This is an optimization exercise on Yosys and OpenROAD, whose aim is small area, not a production implementation.
Function was checked by simulation only, so behaviour that the tests miss may differ from the original.
Power and IR drop assume default switching activity.

==> flow/design.v <==
module data_mem_responder #(
  parameter int DEPTH   = 64,
  parameter int LATENCY = 2
) (
  input  logic        clk,
  input  logic        reset,
  input  logic        MemReq,
  input  logic        MemWriteM,
  input  logic [31:0] ALUOutM,
  input  logic [31:0] WriteDataM,
  output logic [31:0] ReadData,
  output logic        MemStall,
  output logic        MemDone,
  output logic        AddrErr
);
  localparam int AW = $clog2(DEPTH);
  localparam int NR = DEPTH / 2;
  localparam int RW = AW - 1;
  logic            wait_q, done_q, clr_q;
  logic            pa_q, pb_q, rho_s;
  logic [AW-1:0]   idx_q;
  logic            ok_q, ld_q;
  logic [31:0]     w_q;
  logic [31:0]     rdata_q;
  logic            err_q;
  logic            idle_s, accept_s, addr_ok_s;
  logic [RW-1:0]   ring_s;
  logic            inj_s;
  logic [31:0]     c_s, ra_s, rav_s;
  logic [NR-1:0]   dec_s, set_s, keep_s;
  logic [NR-1:0][31:0] qa_s;
  assign idle_s    = !wait_q && !done_q;
  assign accept_s  = idle_s && MemReq && !reset;
  assign addr_ok_s = (ALUOutM[1:0] == 2'b00) && (ALUOutM[31:AW+2] == '0);
  assign rho_s     = pa_q ^ pb_q;
  assign ring_s = wait_q ? idx_q[AW-1:1] : ALUOutM[AW+1:3];
  assign inj_s  = wait_q ? (!ld_q && ok_q && (idx_q[0] != rho_s))
                         : (accept_s && MemWriteM && addr_ok_s && (ALUOutM[2] != rho_s));
  assign c_s    = (wait_q ? w_q : WriteDataM) ^ {32{pb_q}};
  always_ff @(posedge clk) begin
    if (reset) begin
      wait_q <= 1'b0;
      done_q <= 1'b0;
      pa_q   <= 1'b0;
      pb_q   <= 1'b1;
    end else begin
      wait_q <= idle_s && MemReq;
      done_q <= wait_q;
      pa_q   <= !pb_q;
      pb_q   <= pa_q;
    end
  end
  always_ff @(posedge clk) begin
    clr_q <= reset;
    idx_q <= ALUOutM[AW+1:2];
    ok_q  <= addr_ok_s;
    ld_q  <= !MemWriteM;
    w_q   <= MemWriteM ? WriteDataM : rav_s;
  end
  for (genvar r = 0; r < NR; r++) begin : g_ring
    assign dec_s[r]  = (ring_s == RW'(r));
    assign set_s[r]  = reset || clr_q || (inj_s && dec_s[r]);
    assign keep_s[r] = reset || !(inj_s && dec_s[r]);
    dmr_ring u_ring (.clk(clk), .set(set_s[r]), .keep(keep_s[r]), .c(c_s), .qa(qa_s[r]));
  end
  for (genvar j = 0; j < 32; j++) begin : g_col
    logic [NR-1:0] qcol;
    for (genvar r = 0; r < NR; r++) begin : g_bit
      assign qcol[r] = qa_s[r][j];
    end
    dmr_rdcol #(.N(NR)) u_rd (.q(qcol), .sn(~dec_s), .r(ra_s[j]));
  end
  assign rav_s = ra_s ^ {32{pa_q}};
  always_ff @(posedge clk) begin
    if (reset) begin
      rdata_q <= 32'd0;
      err_q   <= 1'b0;
    end else if (wait_q) begin
      if (ld_q) rdata_q <= !ok_q ? 32'd0 : (idx_q[0] == rho_s) ? rav_s : w_q;
      if (!ok_q) err_q <= 1'b1;
    end
  end
  assign MemStall = !reset && ((idle_s && MemReq) || wait_q);
  assign MemDone  = done_q;
  assign ReadData = rdata_q;
  assign AddrErr  = err_q;
endmodule
module dmr_ring (
  input  logic        clk,
  input  logic        set,
  input  logic        keep,
  input  logic [31:0] c,
  output logic [31:0] qa
);
  logic [31:0] qb;
  always_ff @(posedge clk) begin
    qa <= ~((qb | {32{set}}) & ({32{keep}} | c));
    qb <= qa;
  end
endmodule
module dmr_rdcol #(
  parameter int N = 32
) (
  input  logic [N-1:0] q,
  input  logic [N-1:0] sn,
  output logic         r
);
  assign r = &(q | sn);
endmodule
==> flow/config.mk <==
export PLATFORM = sky130hd
export DESIGN_NAME = data_mem_responder
export DESIGN_NICKNAME = data_mem_responder
export VERILOG_FILES = /design/flow/design.v
export SDC_FILE = /design/flow/constraint.sdc
export NUM_CORES = 4
export LEC_CHECK = 0
export CAP_MARGIN = 20
export CORE_MARGIN = 2
export CORE_UTILIZATION = 65
export CTS_CLUSTER_DIAMETER = 100
export CTS_CLUSTER_SIZE = 30
export SLEW_MARGIN = 20
export SYNTH_HIERARCHICAL = 1
export SYNTH_MINIMUM_KEEP_SIZE = 0
==> flow/constraint.sdc <==
create_clock -name core_clock -period 6.5 [get_ports {clk}]
set_input_delay 1.3000 -clock core_clock [delete_from_list [all_inputs] [get_ports {clk}]]
set_output_delay 1.3000 -clock core_clock [all_outputs]
set_load 0.01 [all_outputs]
run.sh (not shown) runs the stock make flow with config.mk's settings and CLKGATE_MAP_FILE= SYNTH_SCRIPT=/design/flow/synth_recipe.tcl, a recipe that flattens the netlist after the stock synthesis.
The first run ran to the end with no violations.
Change:
CORE_UTILIZATION = 40   (was 65)
CTS_CLUSTER_DIAMETER = unset   (was 100)
CTS_CLUSTER_SIZE = unset   (was 30)
Routed wire length increases by about 10%.
Setup slack got worse by 0.53 ns.
Clock power is higher by about 90%.
Cell area grows by 8.8%.
Die area goes up by 62%.
Via count went up by 3.3%.
Synthesized cell count stays the same.

* * *

data_mem_responder, a different RTL version from the one above (not shown whole).
Size in the first run: about 4800 cells after synthesis, about 2100 flip-flops, about 58000 um2 of cells after synthesis.
## data_mem_responder
module data_mem_responder #(
  parameter int DEPTH   = 64,
  parameter int LATENCY = 2
) (
  input  logic        clk,
  input  logic        reset,
  input  logic        MemReq,
  input  logic        MemWriteM,
  input  logic [31:0] ALUOutM,
  input  logic [31:0] WriteDataM,
  output logic [31:0] ReadData,
  output logic        MemStall,
  output logic        MemDone,
  output logic        AddrErr
);
  localparam int AW = $clog2(DEPTH);
  localparam int NR = DEPTH / 2;
  localparam int RW = AW - 1;
  logic            wait_q, done_q, clr_q;
  logic            pa_q, pb_q, rho_s;
  logic [AW-1:0]   idx_q;
  logic            ok_q, ld_q;
  logic [31:0]     w_q;
  logic [31:0]     rdata_q;
  logic            err_q;
  logic            idle_s, accept_s, addr_ok_s;
  logic [RW-1:0]   ring_s;
  logic            inj_s;
  logic [31:0]     c_s, ra_s, rav_s;
  logic [NR-1:0]   dec_s, set_s, keep_s;
  logic [NR-1:0][31:0] qa_s;
  assign idle_s    = !wait_q && !done_q;
  assign accept_s  = idle_s && MemReq && !reset;
  ...
==> flow/config.mk <==
export PLATFORM = sky130hd
export DESIGN_NAME = data_mem_responder
export DESIGN_NICKNAME = data_mem_responder
export VERILOG_FILES = /design/flow/design.v
export SDC_FILE = /design/flow/constraint.sdc
export NUM_CORES = 4
export LEC_CHECK = 0
export CAP_MARGIN = 20
export CORE_MARGIN = 2
export CORE_UTILIZATION = 65
export CTS_CLUSTER_DIAMETER = 100
export CTS_CLUSTER_SIZE = 24
export SLEW_MARGIN = 20
export SYNTH_HIERARCHICAL = 1
export SYNTH_MINIMUM_KEEP_SIZE = 0
==> flow/constraint.sdc <==
create_clock -name core_clock -period 6.5 [get_ports {clk}]
set_input_delay 1.3000 -clock core_clock [delete_from_list [all_inputs] [get_ports {clk}]]
set_output_delay 1.3000 -clock core_clock [all_outputs]
set_load 0.01 [all_outputs]
standard.sh (not shown) runs the stock make flow with config.mk's settings and CLKGATE_MAP_FILE= SYNTH_SCRIPT=/design/flow/synth_recipe.tcl, a recipe that flattens the netlist after the stock synthesis.
==> flow/flow/run.sh <==
#!/bin/bash
set -euo pipefail
bash standard.sh \
  "CTS_ARGS=-sink_clustering_enable -repair_clock_nets -buf_list sky130_fd_sc_hd__clkbuf_16 -sink_clustering_size 24 -sink_clustering_max_diameter 100 -dont_use_dummy_load" \
  "BUFFER_PORTS_ARGS=-buffer_cell sky130_fd_sc_hd__buf_1" \
  finish > standard_flow.log 2>&1
The first run passed the timing, DRC and antenna checks.
Edit:
--- a/flow/flow/run.sh
+++ b/flow/flow/run.sh
@@ -5,2 +5,3 @@
   "BUFFER_PORTS_ARGS=-buffer_cell sky130_fd_sc_hd__buf_1" \
+  "RECOVER_POWER=100" \
   finish > standard_flow.log 2>&1
What happened: With this change the flow finished with max-capacitance violations, max-slew violations left; worst hold slack is better by 0.0042 ns; sequential share of layout area climbs by 0.35 points; non-clock buffer count stays the same; synthesized cell count stays the same; critical path depth goes down by 8; wire length stays flat; design area fell by 0.52%; area after synthesis does not change; global-route usage does not change; worst setup slack loses 0.88 ns; via count hardly moves.
Edit:
==> flow/flow/run.sh (replaced) <==
#!/bin/bash
set -euo pipefail
bash standard.sh \
  "CTS_ARGS=-sink_clustering_enable -repair_clock_nets -buf_list sky130_fd_sc_hd__clkbuf_8 -sink_clustering_size 20 -sink_clustering_max_diameter 60 -dont_use_dummy_load" \
  "BUFFER_PORTS_ARGS=-buffer_cell sky130_fd_sc_hd__buf_1" \
  finish > standard_flow.log 2>&1
Settings changed: CAP_MARGIN 20 to 10, CORE_UTILIZATION 65 to 75, CTS_CLUSTER_DIAMETER 100 to default, CTS_CLUSTER_SIZE 24 to default, SLEW_MARGIN 20 to 10.
Now the flow ran to the end with no violations.
Total power came out lower by 5.4%.
Sequential power stays flat.
Combinational power is about the same.
Via count climbs by 2.1%.
First-iteration DRC count rises by about 20%.
Die area decreases by 13%.
Register-to-register slack improved by 0.75 ns.
Wire length falls by about 3%.
Final area went down by about 1.8%.
Global-route usage came out higher by 4.2 points.
Edit:
==> flow/run.sh (new file) <==
#!/bin/bash
# synth_recipe.tcl (not shown) runs the flow's synth.tcl, then flattens the netlist and writes it again
# the make line also repeats each setting of config.mk as NAME=value (left out here)
make -C /OpenROAD-flow-scripts/flow DESIGN_CONFIG=/design/flow/config.mk WORK_HOME=/design/flow/orfs CLKGATE_MAP_FILE= SYNTH_SCRIPT=/design/flow/synth_recipe.tcl finish
Settings changed: CAP_MARGIN 10 to 20, CORE_UTILIZATION 75 to 65, CTS_CLUSTER_DIAMETER from default to 100, CTS_CLUSTER_SIZE from default to 24, SLEW_MARGIN 10 to 20.
removed: flow/flow/run.sh
removed: flow/standard.sh
What happened:
- global-route usage is lower by 3.3 points
- via count decreases slightly
- hold slack improves by 0.036 ns
- flip-flop and latch count does not change

afterwards: timing with drivers on the ports:
No port has a modelled driver above. Below, the same layouts with a new extraction and two added sets of constraints.
Step 1: set_driving_cell puts a clkbuf_16 on clk and a buf_2 on each other input, an assumption about the parent block.
Step 2 moves the port delays by t, midway between the first and last clock arrival at a register: inputs arrive t later, outputs are due t later. That takes back most of the time a late clock gives input paths.
a / b / c = no drivers / after step 1 / after step 2; a / b = the first two.
| run | t, ns | slack for setup (ns) | pins driven straight from the clock port |
|---|---|---|---|
| the first run of note 1 | 0.760 | 2.111 / 2.014 / 1.396 | 1 |
| the second run of note 1 | 0.902 | 1.583 / 1.554 / 0.974 | 1 |
| the first run of note 2 | 0.775 | 2.042 / 2.042 / 1.545 | 1 |
| the second run of note 2 | 0.774 | 1.163 / 1.163 / 0.575 | 1 |
| the third run of note 2 | 0.832 | 1.917 / 1.917 / 1.414 | 1 |
| the fourth run of note 2 | 0.780 | 1.489 / 1.537 / 0.757 | 1 |
The setup slack of the fourth run of note 2, which loses most, moves by +0.048 ns with the drivers and by -0.732 ns with both steps.
